What follows belongs to an exercise in optimizing a design on an open flow for small area, a short achievable clock period and few clock cycles; a production flow would make more cautious choices.
Function was checked by simulation only, so behaviour that the tests miss may differ from the original.
Power and IR drop assume default switching activity.

[flow/design.v]
package obj_pkg;
    localparam int OBJ_MAX_DEF  = 64;
    localparam int LINE_MAX_DEF = 8;
    localparam int OBJ_H_DEF    = 16;
    localparam int OBJ_W     = 29;
    localparam int X_LSB     = 0;
    localparam int Y_LSB     = 8;
    localparam int CODE_LSB  = 16;
    localparam int COL_LSB   = 24;
    localparam int FLIPH_BIT = 27;
    localparam int FLIPV_BIT = 28;
    typedef struct packed {
        logic [3:0]       row;
        logic [OBJ_W-1:0] word;
    } lst_entry_t;
    typedef enum logic {
        S_IDLE,
        S_SCAN
    } scan_state_t;
endpackage
module obj_line_fifo #(
    parameter int DEPTH = 8,
    parameter int WIDTH = 33
) (
    input  logic             clk,
    input  logic [DEPTH-1:0] wr_oh,     
    input  logic [WIDTH-1:0] wdata,
    input  logic [DEPTH-1:0] rd_oh,     
    output logic [WIDTH-1:0] rdata
);
    logic [WIDTH-1:0] mem [DEPTH];
    always_ff @(posedge clk) begin
        for (int k = 0; k < DEPTH; k++)
            if (wr_oh[k]) mem[k] <= wdata;
    end
    always_comb begin
        rdata = '0;
        for (int k = 0; k < DEPTH; k++)
            rdata = rdata | (mem[k] & {WIDTH{rd_oh[k]}});
    end
endmodule
module obj_line_scan #(
    parameter int OBJ_MAX  = obj_pkg::OBJ_MAX_DEF,
    parameter int LINE_MAX = obj_pkg::LINE_MAX_DEF,
    parameter int OBJ_H    = obj_pkg::OBJ_H_DEF
) (
    input  logic        CLK20,
    input  logic        RESET,
    input  logic        DMCS,
    input  logic [28:0] DO,
    input  logic [7:0]  V,
    input  logic        HBDn,
    input  logic        VB,
    input  logic        LST_RD,
    output logic [32:0] LST_DATA,
    output logic        LST_EMPTY,
    output logic [3:0]  LST_CNT,
    output logic        LST_RDY,
    output logic        OVF
);
    localparam int AW = $clog2(OBJ_MAX);
    localparam int CW = $clog2(OBJ_MAX + 1);
    localparam int W  = obj_pkg::OBJ_W;
    logic [W-1:0]  obj_table [OBJ_MAX];
    logic [CW-1:0] obj_cnt;
    logic [AW-1:0] wr_idx;
    logic          vb_q, hbdn_q;
    logic          vb_rise, hb_fall, wr_en, start;
    assign vb_rise = VB & ~vb_q;
    assign hb_fall = hbdn_q & ~HBDn;
    assign start   = hb_fall & ~VB;
    assign wr_en   = DMCS & (vb_rise | (obj_cnt != CW'(OBJ_MAX)));
    assign wr_idx  = vb_rise ? '0 : obj_cnt[AW-1:0];
    always_ff @(posedge CLK20) begin
        for (int i = 0; i < OBJ_MAX; i++)
            if (wr_en && wr_idx == AW'(i)) obj_table[i] <= DO;
    end
    always_ff @(posedge CLK20) begin
        if (RESET) begin
            vb_q    <= 1'b0;
            hbdn_q  <= 1'b1;
            obj_cnt <= '0;
        end else begin
            vb_q   <= VB;
            hbdn_q <= HBDn;
            if (vb_rise)    obj_cnt <= wr_en ? CW'(1) : '0;
            else if (wr_en) obj_cnt <= obj_cnt + CW'(1);
        end
    end
    logic [7:0]         tgt_in, tgt;
    logic [OBJ_MAX-1:0] hit_now;
    assign tgt_in = V + 8'd1;
    always_comb begin
        for (int i = 0; i < OBJ_MAX; i++) begin
            logic [7:0] di;
            di = tgt_in - obj_table[i][obj_pkg::Y_LSB +: 8];
            hit_now[i] = (di < 8'(OBJ_H)) && (CW'(i) < obj_cnt);
        end
    end
    logic [OBJ_MAX-1:0] hmask;       
    logic [OBJ_MAX-1:0] first;       
    logic [OBJ_MAX-1:0] below;       
    logic [W-1:0]       word_sel;
    logic [7:0]         d_sel;
    logic [3:0]         row_sel;
    logic [LINE_MAX-1:0] ext_oh;     
    logic               pend;        
    always_comb begin
        logic [OBJ_MAX-1:0] p;
        p = hmask;
        for (int s = 1; s < OBJ_MAX; s = s * 2)
            for (int i = 0; i < OBJ_MAX; i++)
                if ((i / s) % 2 == 1) p[i] = p[i] | p[(i / s) * s - 1];
        below = {p[OBJ_MAX-2:0], 1'b0};
    end
    assign first = hmask & ~below;
    always_comb begin
        word_sel = '0;
        for (int i = 0; i < OBJ_MAX; i++)
            word_sel = word_sel | (obj_table[i] & {W{first[i]}});
    end
    assign d_sel   = tgt - word_sel[obj_pkg::Y_LSB +: 8];
    assign row_sel = word_sel[obj_pkg::FLIPV_BIT] ? ~d_sel[3:0] : d_sel[3:0];
    always_ff @(posedge CLK20) begin
        if (RESET) begin
            hmask  <= '0;
            ext_oh <= '0;
            pend   <= 1'b0;
            tgt    <= '0;
        end else if (start) begin
            hmask  <= hit_now;
            ext_oh <= LINE_MAX'(1);
            pend   <= 1'b1;
            tgt    <= tgt_in;
        end else begin
            hmask  <= hmask & ~first;
            ext_oh <= ext_oh << 1;
            pend   <= 1'b0;
        end
    end
    logic [CW-1:0] nhit;
    always_comb begin
        logic [CW-1:0] s [2*OBJ_MAX];
        for (int i = 0; i < OBJ_MAX; i++) s[OBJ_MAX + i] = CW'(hmask[i]);
        for (int i = OBJ_MAX - 1; i >= 1; i--) s[i] = s[2*i] + s[2*i + 1];
        nhit = s[1];
    end
    logic [LINE_MAX-1:0] hsel;       
    logic [3:0]          lcnt;
    logic                lempty, lrdy, pop;
    logic                ovf;
    assign pop = LST_RD & ~lempty;
    always_ff @(posedge CLK20) begin
        if (RESET) begin
            lrdy   <= 1'b0;
            lempty <= 1'b1;
            lcnt   <= '0;
            hsel   <= '0;
        end else if (start) begin
            lrdy   <= 1'b0;
            lempty <= 1'b1;
            hsel   <= '0;
        end else if (pend) begin
            lrdy   <= 1'b1;
            if (nhit >= CW'(LINE_MAX)) begin
                lcnt   <= 4'(LINE_MAX);
                lempty <= 1'b0;
                hsel   <= LINE_MAX'(1);
            end else begin
                lcnt   <= 4'(nhit);
                lempty <= (nhit == '0);
                hsel   <= (nhit == '0) ? '0 : LINE_MAX'(1);
            end
        end else if (pop) begin
            lcnt   <= lcnt - 4'd1;
            lempty <= (lcnt == 4'd1);
            hsel   <= (lcnt == 4'd1) ? '0 : (hsel << 1);
        end
    end
    always_ff @(posedge CLK20) begin
        if (RESET || start) ovf <= 1'b0;
        else if (pend)      ovf <= (nhit > CW'(LINE_MAX));
    end
    assign OVF = ovf;
    assign LST_EMPTY = lempty;
    assign LST_CNT   = lcnt;
    assign LST_RDY   = lrdy;
    obj_line_fifo #(
        .DEPTH (LINE_MAX),
        .WIDTH (4 + W)
    ) u_fifo (
        .clk   (CLK20),
        .wr_oh (ext_oh),
        .wdata ({row_sel, word_sel}),
        .rd_oh (hsel),
        .rdata (LST_DATA)
    );
endmodule
[flow/run.sh]
#!/bin/bash
# synth_recipe.tcl (not shown) runs the flow's synth.tcl, then flattens the netlist and writes it again
# the make line also repeats each setting of config.mk as NAME=value (left out here)
make -C /OpenROAD-flow-scripts/flow DESIGN_CONFIG=/design/flow/config.mk WORK_HOME=/design/flow/orfs CLKGATE_MAP_FILE= SYNTH_SCRIPT=/design/flow/synth_recipe.tcl finish
[flow/config.mk]
export PLATFORM = sky130hd
export DESIGN_NAME = obj_line_scan
export DESIGN_NICKNAME = obj_line_scan
export VERILOG_FILES = /design/flow/design.v
export SDC_FILE = /design/flow/constraint.sdc
export NUM_CORES = 4
export LEC_CHECK = 0
export CAP_MARGIN = 20
export CORE_MARGIN = 2
export CORE_UTILIZATION = 45
export SLEW_MARGIN = 20
[flow/constraint.sdc]
create_clock -name core_clock -period 8.0 [get_ports {CLK20}]
set_input_delay 1.6000 -clock core_clock [delete_from_list [all_inputs] [get_ports {CLK20}]]
set_output_delay 1.6000 -clock core_clock [all_outputs]
set_load 0.01 [all_outputs]
==> results.txt <==
## cell usage in the layout (no fill, tap or decap), types with 133 or more instances in the layout
cell and instances:
edfxtp_1 2120, inv_1 513, a22oi_1 435, ha_1 409, nand2_1 356, buf_4 248, clkbuf_16 218, a21oi_1 172
nor2_1 171, a222oi_1 162, o21ai_0 162, nand3_1 133, nand4_1 133
## power by group
part           switching (mW)  internal [mW]  leakage, nW
combinational           0.759          0.318         15.2
clock                    4.62           5.66         3.42
sequential             0.0159           12.7         20.0
## cells by family after synthesis
group | share of synthesized area [%]
adder cells (fa/ha/maj) | 6.45
AO/OA/AOI/OAI | 12.6
AND/OR/NAND/NOR | 7.81
XOR/XNOR | 1.70
buffers and inverters | 3.36
flip-flops | 68.0
multiplexers | 0.105
## through the flow
stage / worst slack, ns / util [%] / instance area, µm² / instances / hold slack [ns]
2_1_floorplan: 1.18 / - / 96600 / 6708 / 0.454
3_3_place_gp: 1.29 / 47.8 / 102000 / 9583 / 0.454
3_5_place_dp: 1.04 / 47.9 / 103000 / 9593 / 0.463
4_1_cts: 1.01 / 51.2 / 110000 / 9998 / 0.471
5_1_grt: 0.674 / 51.3 / 110000 / 10000 / 0.500
6_report: 0.873 / 51.3 / 110000 / 10000 / 0.467
## worst max-delay path: cells and delay by family (launching register included)
| kind | cells | cell delay [ns] |
|---|---|---|
| AOI/OAI and AO/OA | 7 | 2.34 |
| xor gates and xnor gates | 3 | 0.80 |
| adders and majority gates | 2 | 0.62 |
| buffers and inverters | 4 | 0.88 |
| DFF | 1 | 0.34 |
| and+or+nand+nor | 4 | 1.84 |
## metal layers
metal	part of all wire [%]	vias to the layer above	track usage (%)	routed length, µm
li1	-	27000	-	-
met1	39	33500	46.1	143000
met2	43	4646	48.0	157000
met3	13	754	8.46	46300
met4	4.9	24	14.0	17800
met5	0.049	-	0	179
## worst min-delay path by stage
stage,to,startpoint,cells past startpoint,slack [ns]
after floorplan,tgt[1]$_SDFFE_PP0P_,tgt[1]$_SDFFE_PP0P_,2,0.45
after global placement,lrdy$_SDFFE_PP0P_,lrdy$_SDFFE_PP0P_,2,0.45
after detailed placement,hsel[0]$_SDFFE_PP0N_,hsel[0]$_SDFFE_PP0N_,2,0.46
after CTS,hsel[0]$_SDFFE_PP0N_,hsel[0]$_SDFFE_PP0N_,2,0.47
after global routing,hsel[0]$_SDFFE_PP0N_,hsel[0]$_SDFFE_PP0N_,2,0.50
final,hsel[0]$_SDFFE_PP0N_,hsel[0]$_SDFFE_PP0N_,2,0.47
## state kept, by name (all words and copies together) (netlist names), 4 cells and up
signal      count
ext_oh          7
tgt             4
hsel            8
u_fifo.mem    264
obj_table    1856
hmask          64
lcnt            4
obj_cnt         7
## cell type report
type	count	area (µm²)
multi-input cells	3679	28500
diodes	9	22.5
fillers	17800	104000
repair buffers	350	2990
clock inverters	123	1260
clock buffers	282	5800
flip-flops and latches	2220	65700
well taps	2838	3550
inverters	513	1930
==> impl_metrics.csv <==
group,metric,value,unit
global_route,grt_max_degree,65,
route,first_pass_iters,10,
sta,fin_skew,0.0661,ns
setup_path,cp_max_fo,31,
setup_path,crit_chain,"buf_4 -> inv_1 -> ha_1 -> or4b_1 -> nor3_2 -> buf_4 -> a22o_1 -> a221o_1 -> a2111oi_0 -> nand4_1 -> a221oi_1 -> o2111ai_1 -> or3_1 -> ha_1 -> inv_1 -> a21o_1 -> a21oi_1 -> xnor2_1 -> xnor2_1 -> xor2_1",
logic_synthesis,synthTopCellsByArea,"edfxtp_1, ha_1, a22oi_1",
global_route,grt_pass1_vias,61200,
logic_synthesis,synth_edf_count,2120,
sta,drv_slew,0,
clocking,post_cts_resized,0,
clocking,cts.sinks,2220,
status,status,"timing/DRC/antenna clean",
logic_synthesis,synthCells,6708,
floorplan,core,0.214,mm²
place,io_buffer_count,82,
logic_synthesis,yosysMostFrequentCell,"edfxtp_1",
logic_synthesis,synth_commonest_cells,"edfxtp_1, inv_1, a22oi_1",
logic_synthesis,synth_flop_cell,"edfxtp_1",
route,drtIter0Drc,11500,
cells_and_area,fin_nets,7488,
sta,rsz0062_at_grt,"false",
sta,max-slew-margin-rel,8.64,%
sta,tightest_slew,1.37,ns
logic_synthesis,synth_nets,7216,
global_route,grt_pass1_wl,497000,µm
floorplan,fp.dieW,467,µm
sta,setup_viol_count_final,0,
setup_path,required,8.61,ns
setup_path,r2r_start,"hmask[0]$_SDFF_PP0_",
global_route,grt_usage,32.7,%
setup_path,start_kind,"flop",
logic_synthesis,ys_seq_area_share,68.0,%
sta,max_freq,0.140,GHz
route,wl_per_cell,36.3,µm
floorplan,die_h,467,µm
clocking,root_buffer,"clkbuf_16",
sta,finalHoldViolations,0,
logic_synthesis,yosysWarnings,5,
power_and_ir_drop,power,24.1,mW
clocking,cts.reportedPaths.clkPinSlew,0.06,ns
clocking,clk_latency,0.91,ns
setup_path,endpoint_kind,"flop",
logic_synthesis,synth_top_cell_by_area,"edfxtp_1",
route,ant_nets,0,
setup_path,crit_end,"u_fifo.mem[6][32]$_DFFE_PP_",
clocking,clk_path_buf_depth,3,
sta,period_share,89.1,%
clocking,numCtsBuffers,216,
clocking,cts_tree,"done",
route,finalWirelength,364000,µm
global_route,antenna_found_initial,34,
place,hpwl,243000,µm
clocking,htree_levels,4,
power_and_ir_drop,leakagePower,38.6,nW
clocking,cts_hold_buf,0,
logic_synthesis,async_flop_share,0,%
setup_path,cp_data_arrival_time,7.74,ns
setup_path,critical_path.max_stage_delay,1.03,ns
setup_path,r2r_cells,20,
logic_synthesis,synth_seq_cells,2220,
clocking,cts_setup_buffers,0,
setup_path,startpoint,"hmask[0]$_SDFF_PP0_",
floorplan,initial_core_util,45.2,%
logic_synthesis,synth.top_cell.area_share,65.9,%
flow_run,maxCapViolCount,0,
global_route,grt-ovfl-total,0,
logic_synthesis,netlist_area,0.0966,mm²
sta,setup_tns,0,ns
power_and_ir_drop,p_per_area,220,mW/mm²
cells_and_area,syn_to_final_growth,13.6,%
route,drc_errors,0,
cells_and_area,drive_gt1_share,10.9,%
route,vias,65900,
floorplan,dieArea,0.218,mm²
setup_path,slowest_stage,"a2111oi_0",
sta,min_period,7.13,ns
setup_path,rrSetupSlack,0.87,ns
setup_path,path_class,"flop to flop",
place,gp_congestion,1.03,
setup_path,r2r-end,"u_fifo.mem[6][32]$_DFFE_PP_",
hold_path,hold_class,"flop to flop",
floorplan,pin_count,83,
logic_synthesis,synth_cell_types,94,
floorplan,num_rows,170,
logic_synthesis,avgSynthCellArea,14.4,µm²
power_and_ir_drop,irDropWorstVdd,0.000253,V
route,viasPerCell,6.58,
Testbench counts, summed over its fixed seeds: cycles 4,872.

## re-timing with driven ports
The results above use ideal ports. As a check the final layout listed here was re-extracted and re-timed, cells and wires unchanged. Step 1 assumes that a clkbuf_16 drives the clock port and a buf_2 every other input. Step 2 moves the port delays by t, midway between the first and last clock arrival at a register: inputs arrive t later, outputs are due t later. That takes back most of the time a late clock gives input paths. Three values: ideal, step 1, step 2; two values: the first two.
t (ns): 0.971
slack for setup (ns): 0.873 / 0.873 / 0.873
worst setup path after step 2: register to register
latest minus earliest clock arrival (ns): 0.068 / 0.067
worst data-port slew with drivers (ns): 0.10
After both steps this run still meets setup and hold. For this run, drivers alone change the setup slack by 0.000 ns; drivers and shift together by 0.000 ns.
